Background: an optimization exercise with open tools, aiming at small area, a short achievable clock period and few clock cycles. Do not read the settings as production practice. In this exercise RTL edits were held to simulation tests only and were not proved equivalent to the original. Power figures rest on the tool's default switching activity, not on a simulated workload.

==> delta: inputs <==
==> flow/design.v <==
package cfu_mac_pkg;
  typedef enum logic [2:0] {
    OP_NOP  = 3'd0,
    OP_MAC  = 3'd1,
    OP_MACU = 3'd2,
    OP_RDL  = 3'd3,
    OP_RDH  = 3'd4,
    OP_CLR  = 3'd5,
    OP_WR   = 3'd6,
    OP_RSVD = 3'd7
  } op_e;
  typedef enum logic [1:0] {
    StIdle,
    StBusy,
    StDone
  } state_e;
  localparam int unsigned CtrlOpLsb  = 0;
  localparam int unsigned CtrlOpW    = 3;
  localparam int unsigned CtrlIdxLsb = 3;
  localparam int unsigned CtrlIdxW   = 5;
endpackage
module cfu_mac_mul_iter (
  input  logic [63:0] ws_i,      
  input  logic [3:0]  one_i,     
  input  logic [3:0]  two_i,     
  input  logic [3:0]  neg_i,     
  input  logic        e4_i,      
  input  logic [1:0]  k_i,       
  output logic [4:0][63:0] row_o
);
  for (genvar j = 0; j < 4; j++) begin : g_row
    logic [63:0] m, lo_ok, hi_ok, top, cst, nin;
    always_comb begin
      for (int i = 0; i < 64; i++) begin
        m[i]     = (one_i[j] && (i >= 2 * j) && ws_i[(i >= 2 * j) ? i - 2 * j : 0]) ||
                   (two_i[j] && (i >= 2 * j + 1) && ws_i[(i >= 2 * j + 1) ? i - 2 * j - 1 : 0]);
        lo_ok[i] = (i >= 2 * j + 8 * k_i);
        hi_ok[i] = (i <= 2 * j + 8 * k_i + ((j == 0) ? 35 : 33));
        top[i]   = (i == 2 * j + 8 * k_i + ((j == 0) ? 35 : 33));
        cst[i]   = 1'b0;
        if (j == 0) begin
          cst[i] = (i == 8 * k_i + 36) || (i == 8 * k_i + 38) || (i >= 8 * k_i + 41);
        end
        nin[i]   = 1'b0;
        if (j != 0) nin[i] = (i == 2 * j - 2 + 8 * k_i) && neg_i[j-1];
      end
    end
    assign row_o[j] = (lo_ok & hi_ok & ({64{neg_i[j]}} ^ m ^ top)) | cst | nin;
  end
  logic [63:0] m4, lo4, hi4, top4, nin4;
  always_comb begin
    for (int i = 0; i < 64; i++) begin
      m4[i]   = e4_i && (i >= 8) && ws_i[(i >= 8) ? i - 8 : 0];
      lo4[i]  = (i >= 8 + 8 * k_i);
      hi4[i]  = (i <= 40 + 8 * k_i);
      top4[i] = (i == 40 + 8 * k_i);
      nin4[i] = (i == 6 + 8 * k_i) && neg_i[3];
    end
  end
  assign row_o[4] = (lo4 & hi4 & (m4 ^ top4)) | nin4;
endmodule
module cfu_mac #(
  parameter int unsigned XLEN    = 32,
  parameter int unsigned NUM_ACC = 4,
  parameter int unsigned MUL_BPC = 4,
  parameter int unsigned CTRL_W  = 8
) (
  input  logic              clk_i,
  input  logic              rst_ni,
  input  logic              stall_i,
  input  logic              valid_i,
  input  logic [CTRL_W-1:0] cfu_ctrl_i,
  input  logic [XLEN-1:0]   src1_i,
  input  logic [XLEN-1:0]   src2_i,
  output logic              stall_o,
  output logic [XLEN-1:0]   rslt_o
);
  logic [2:0]  op;
  logic [1:0]  idx;
  logic        is_mac, sgn, is_wr, is_clr, is_rdh;
  logic [31:0] a, b;
  assign op     = cfu_ctrl_i[2:0];
  assign idx    = cfu_ctrl_i[4:3];
  assign a      = src1_i;
  assign b      = src2_i;
  assign is_mac = (op == cfu_mac_pkg::OP_MAC) || (op == cfu_mac_pkg::OP_MACU);
  assign sgn    = (op == cfu_mac_pkg::OP_MAC);
  assign is_wr  = (op == cfu_mac_pkg::OP_WR);
  assign is_clr = (op == cfu_mac_pkg::OP_CLR);
  assign is_rdh = (op == cfu_mac_pkg::OP_RDH);
  logic [3:0] fits_a, fits_b, need;
  assign fits_a[0] = 1'b0;
  assign fits_b[0] = 1'b0;
  for (genvar c = 1; c < 4; c++) begin : g_fit
    assign fits_a[c] = sgn ? ((&a[31:c*8-1]) || !(|a[31:c*8-1])) : !(|a[31:c*8]);
    assign fits_b[c] = sgn ? ((&b[31:c*8-1]) || !(|b[31:c*8-1])) : !(|b[31:c*8]);
  end
  logic       use_a;   
  logic [1:0] k_q;     
  logic       more;    
  logic       ph_q;    
  logic       pl_q;    
  logic a8, b8, a16, b16;
  assign a8    = (&a[15:8]) || !(|a[15:8]);
  assign b8    = (&b[15:8]) || !(|b[15:8]);
  assign a16   = (&a[23:16]) || !(|a[23:16]);
  assign b16   = (&b[23:16]) || !(|b[23:16]);
  assign use_a = (a8 && !b8) || (!b8 && a16 && !b16);
  assign need = use_a ? ~fits_a : ~fits_b;
  always_comb begin
    case (k_q)
      2'd0:    more = need[1];
      2'd1:    more = need[2];
      2'd2:    more = need[3];
      default: more = 1'b0;
    endcase
  end
  logic [7:0] ach, bch;
  logic [3:0] one_a, two_a, neg_a, one_b, two_b, neg_b;
  logic [3:0] one, two, neg;
  logic       e4;
  assign ach = a[k_q*8 +: 8];
  assign bch = b[k_q*8 +: 8];
  function automatic logic [11:0] booth(input logic [7:0] c);
    logic [8:0]  x;
    logic [2:0]  t;
    logic [11:0] r;
    x = {c, 1'b0};
    for (int j = 0; j < 4; j++) begin
      t = x[2*j +: 3];
      r[j]     = t[1] ^ t[0];
      r[4 + j] = (t == 3'b100) || (t == 3'b011);
      r[8 + j] = t[2];
    end
    booth = r;
  endfunction
  assign {neg_a, two_a, one_a} = booth(ach);
  assign {neg_b, two_b, one_b} = booth(bch);
  logic dig_en;
  assign dig_en = is_mac && !(ph_q && pl_q);
  assign one = dig_en ? (use_a ? one_a : one_b) : 4'b0;
  assign two = dig_en ? (use_a ? two_a : two_b) : 4'b0;
  assign neg = dig_en ? (use_a ? neg_a : neg_b) : 4'b0;
  assign e4  = dig_en && (use_a ? ach[7] : bch[7]) && !(sgn && !more);
  logic [31:0] wid;
  logic [63:0] ws;
  assign wid = use_a ? b : a;
  assign ws  = {{32{sgn && wid[31]}}, wid} << (8 * k_q);
  logic [4:0][63:0] row;
  cfu_mac_mul_iter u_mul (
    .ws_i  (ws),
    .one_i (one),
    .two_i (two),
    .neg_i (neg),
    .e4_i  (e4),
    .k_i   (k_q),
    .row_o (row)
  );
  logic [63:0]        acc_q [NUM_ACC];
  logic [NUM_ACC-1:0] z_q;
  logic [63:0]        acc_rd, xrow, sum;
  logic [63:0]        pa_q, pb_q, pc_q;
  always_comb begin
    acc_rd = '0;
    for (int i = 0; i < NUM_ACC; i++) begin
      if (idx == 2'(i) && !z_q[i]) acc_rd = acc_rd | acc_q[i];
    end
  end
  function automatic logic [127:0] csa(input logic [63:0] x, input logic [63:0] y,
                                       input logic [63:0] z);
    logic [63:0]  s, c;
    logic [127:0] r;
    s = x ^ y ^ z;
    c = ((x & y) | (x & z) | (y & z)) << 1;
    r = {c, s};
    csa = r;
  endfunction
  logic [63:0] s4, c4;
  assign {c4, s4} = csa(pa_q, pb_q, pc_q);
  assign sum  = s4 + c4;
  assign xrow = ph_q ? sum : (is_wr ? {b, a} : acc_rd);
  logic [63:0] s1, c1, s2, c2, s3, c3;
  assign {c1, s1} = csa(row[0], row[1], row[2]);
  assign {c2, s2} = csa(row[3], row[4], xrow);
  assign {c3, s3} = csa(s1, c1, s2);
  always_ff @(posedge clk_i) begin
    pa_q <= s3;
    pb_q <= c3;
    pc_q <= c2;
  end
  logic done, slow;
  assign slow    = is_mac || is_wr;
  assign done    = ph_q && pl_q;
  assign stall_o = slow && !done;
  always_comb begin
    if (ph_q && is_mac) begin
      rslt_o = sum[31:0];
    end else if (op == cfu_mac_pkg::OP_RDL || is_clr) begin
      rslt_o = acc_rd[31:0];
    end else if (is_rdh) begin
      rslt_o = acc_rd[63:32];
    end else begin
      rslt_o = '0;
    end
  end
  logic        wr_any, clr_any;
  logic [63:0] wdata;
  assign wr_any  = valid_i && !stall_i && slow && done;
  assign clr_any = valid_i && !stall_i && is_clr;
  assign wdata   = sum;
  for (genvar i = 0; i < NUM_ACC; i++) begin : g_acc
    always_ff @(posedge clk_i) begin
      if (wr_any && idx == 2'(i)) acc_q[i] <= wdata;
    end
    always_ff @(posedge clk_i or negedge rst_ni) begin
      if (!rst_ni) begin
        z_q[i] <= 1'b1;
      end else if (wr_any && idx == 2'(i)) begin
        z_q[i] <= 1'b0;
      end else if (clr_any && idx == 2'(i)) begin
        z_q[i] <= 1'b1;
      end
    end
  end
  always_ff @(posedge clk_i or negedge rst_ni) begin
    if (!rst_ni) begin
      ph_q <= 1'b0;
      pl_q <= 1'b0;
      k_q  <= '0;
    end else if (valid_i && slow && !done) begin
      ph_q <= 1'b1;
      pl_q <= !(more && is_mac);
      if (more && is_mac) k_q <= k_q + 2'd1;
    end else if (!stall_i) begin
      ph_q <= 1'b0;
      pl_q <= 1'b0;
      k_q  <= '0;
    end
  end
endmodule
==> flow/flow/run.sh <==
#!/bin/bash
# Standard layout, except that after global placement the port buffers that
# buffer_ports inserted (delay cells) are swapped for plain buffers, which the
# later repair steps can then size. Each tool's output goes to its own log here.
set -euo pipefail
R="$PWD/orfs/results/$FLOW_PLATFORM/cfu_mac/base"
bash standard.sh "$R/3_3_place_gp.odb" > standard_to_place_gp.log 2>&1
RESULTS="$R" openroad -no_init -exit flow/fix_ports.tcl > fix_ports.log 2>&1
bash standard.sh > standard_finish.log 2>&1
==> flow/flow/fix_ports.tcl <==
# Swap the delay-cell port buffers for plain buffers of the same function.
read_liberty $::env(FLOW_HOME)/platforms/sky130hd/lib/sky130_fd_sc_hd__tt_025C_1v80.lib
read_db $::env(RESULTS)/3_3_place_gp.odb
set n 0
foreach inst [get_cells {input* output*}] {
  set master [get_property [get_lib_cells -of_objects $inst] name]
  if {[string match "sky130_fd_sc_hd__clkdlybuf*" $master]} {
    replace_cell $inst sky130_fd_sc_hd__buf_4
    incr n
  }
}
puts "replaced $n port buffers"
write_db $::env(RESULTS)/3_3_place_gp.odb
==> flow/standard.sh <==
#!/bin/bash
# synth_recipe.tcl (not shown) runs the flow's synth.tcl, then flattens the netlist and writes it again
# the make line also repeats each setting of config.mk as NAME=value (left out here)
make -C /OpenROAD-flow-scripts/flow DESIGN_CONFIG=/design/flow/config.mk WORK_HOME=/design/flow/orfs CLKGATE_MAP_FILE= SYNTH_SCRIPT=/design/flow/synth_recipe.tcl "${@:-finish}"
==> flow/config.mk <==
export PLATFORM = sky130hd
export DESIGN_NAME = cfu_mac
export DESIGN_NICKNAME = cfu_mac
export VERILOG_FILES = /design/flow/design.v
export SDC_FILE = /design/flow/constraint.sdc
export NUM_CORES = 4
export LEC_CHECK = 0
export CAP_MARGIN = 30
export CORE_MARGIN = 2
export CORE_UTILIZATION = 40
export PLACE_DENSITY = 0.85
export SETUP_SLACK_MARGIN = 4
export SLEW_MARGIN = 30
==> flow/constraint.sdc <==
create_clock -name core_clock -period 10.0 [get_ports {clk_i}]
set_input_delay 2.0000 -clock core_clock [delete_from_list [all_inputs] [get_ports {clk_i}]]
set_output_delay 2.0000 -clock core_clock [all_outputs]
set_load 0.01 [all_outputs]
==> inputs of pepper, as changes to delta <==
--- a/flow/flow/fix_ports.tcl
+++ b/flow/flow/fix_ports.tcl
@@ -6,5 +6,5 @@
   set master [get_property [get_lib_cells -of_objects $inst] name]
   if {[string match "sky130_fd_sc_hd__clkdlybuf*" $master]} {
-    replace_cell $inst sky130_fd_sc_hd__buf_4
+    replace_cell $inst sky130_fd_sc_hd__buf_2
     incr n
   }
Settings changed: CORE_UTILIZATION 40 to 55, PLACE_DENSITY 0.85 to 0.75.
==> summary of the runs <==
pepper finished clean. delta completed with no timing, DRC or antenna violations.
Of pepper and delta, delta has the higher clock power (gap about 2%, measured against delta).
Between pepper and delta, the lower sequential share of layout area is in delta (gap 0.13 points).
Against delta, the hold slack of pepper is worse by 0.016 ns.
Of pepper and delta, pepper has the higher non-clock buffer count (gap 14).
Worst setup slack: pepper is lower than delta (0.014 ns).
Combinational power: pepper is higher than delta (8.5%).
In pepper the via count is smaller than in delta, by about 1.7%.
==> figures <==
quantity                                                                                 pepper                    delta
Nets                                                                                       3558                     3545
Worst setup path end                                                                   pa_q[23]                 pa_q[42]
Combinational power share                                                                 60.0%                    57.8%
Die height                                                                             245.9 um                 287.7 um
Critical path buffer and inverter count                                                       2                        0
Met2 wirelength from detailed routing                                                  54210 um                 53120 um
Starting Density                                                                         55.68%                   40.22%
Total length of routed wires                                                          125400 um                124100 um
Wire length per cell after detailed routing                                            31.65 um                 29.21 um
R2r endpoint                                                                           pa_q[38]                 pa_q[42]
Outcome                                                                 complete, no violations  complete, no violations
Fin crit share                                                                           60.86%                   60.71%
Count of routing violations after the opening detailed-route iteration                     3654                     4538
Skew-Pair Late Insertion Delay                                                          0.63 ns                  0.64 ns
Power drawn by the sequential cells                                                     3.28 mW                  3.29 mW
Testbench counts of delta, summed over its fixed seeds: cycles 9,696.
Testbench counts of pepper, summed over its fixed seeds: cycles 9,696.

==> what the ideal ports hide <==
The flow's constraints put no driver on any port. The routed layouts listed below were extracted and timed again, unchanged, in two steps.
Step 1: set_driving_cell puts a clkbuf_16 on clk_i and a buf_2 on each other input, an assumption about the parent block.
Step 2, shift: input delay + t, output delay - t, t = (earliest + latest rising clock arrival at the registers) / 2. This alone moves slack from input paths to output paths.
a / b / c = ideal ports / drivers / drivers and shift; a / b = the first two.
run	t, ns	setup WS [ns]	hold WS [ns]	worst register clock-pin slew, ns
delta	0.677	3.929 / 3.900 / 3.418	0.564 / 0.564 / 0.564	0.07 / 0.07
pepper	0.672	3.914 / 3.921 / 3.282	0.548 / 0.548 / 0.548	0.07 / 0.07
After both steps every run listed still meets setup and hold. The setup slack of pepper, which loses most, moves by +0.007 ns with the drivers and by -0.632 ns with both steps.
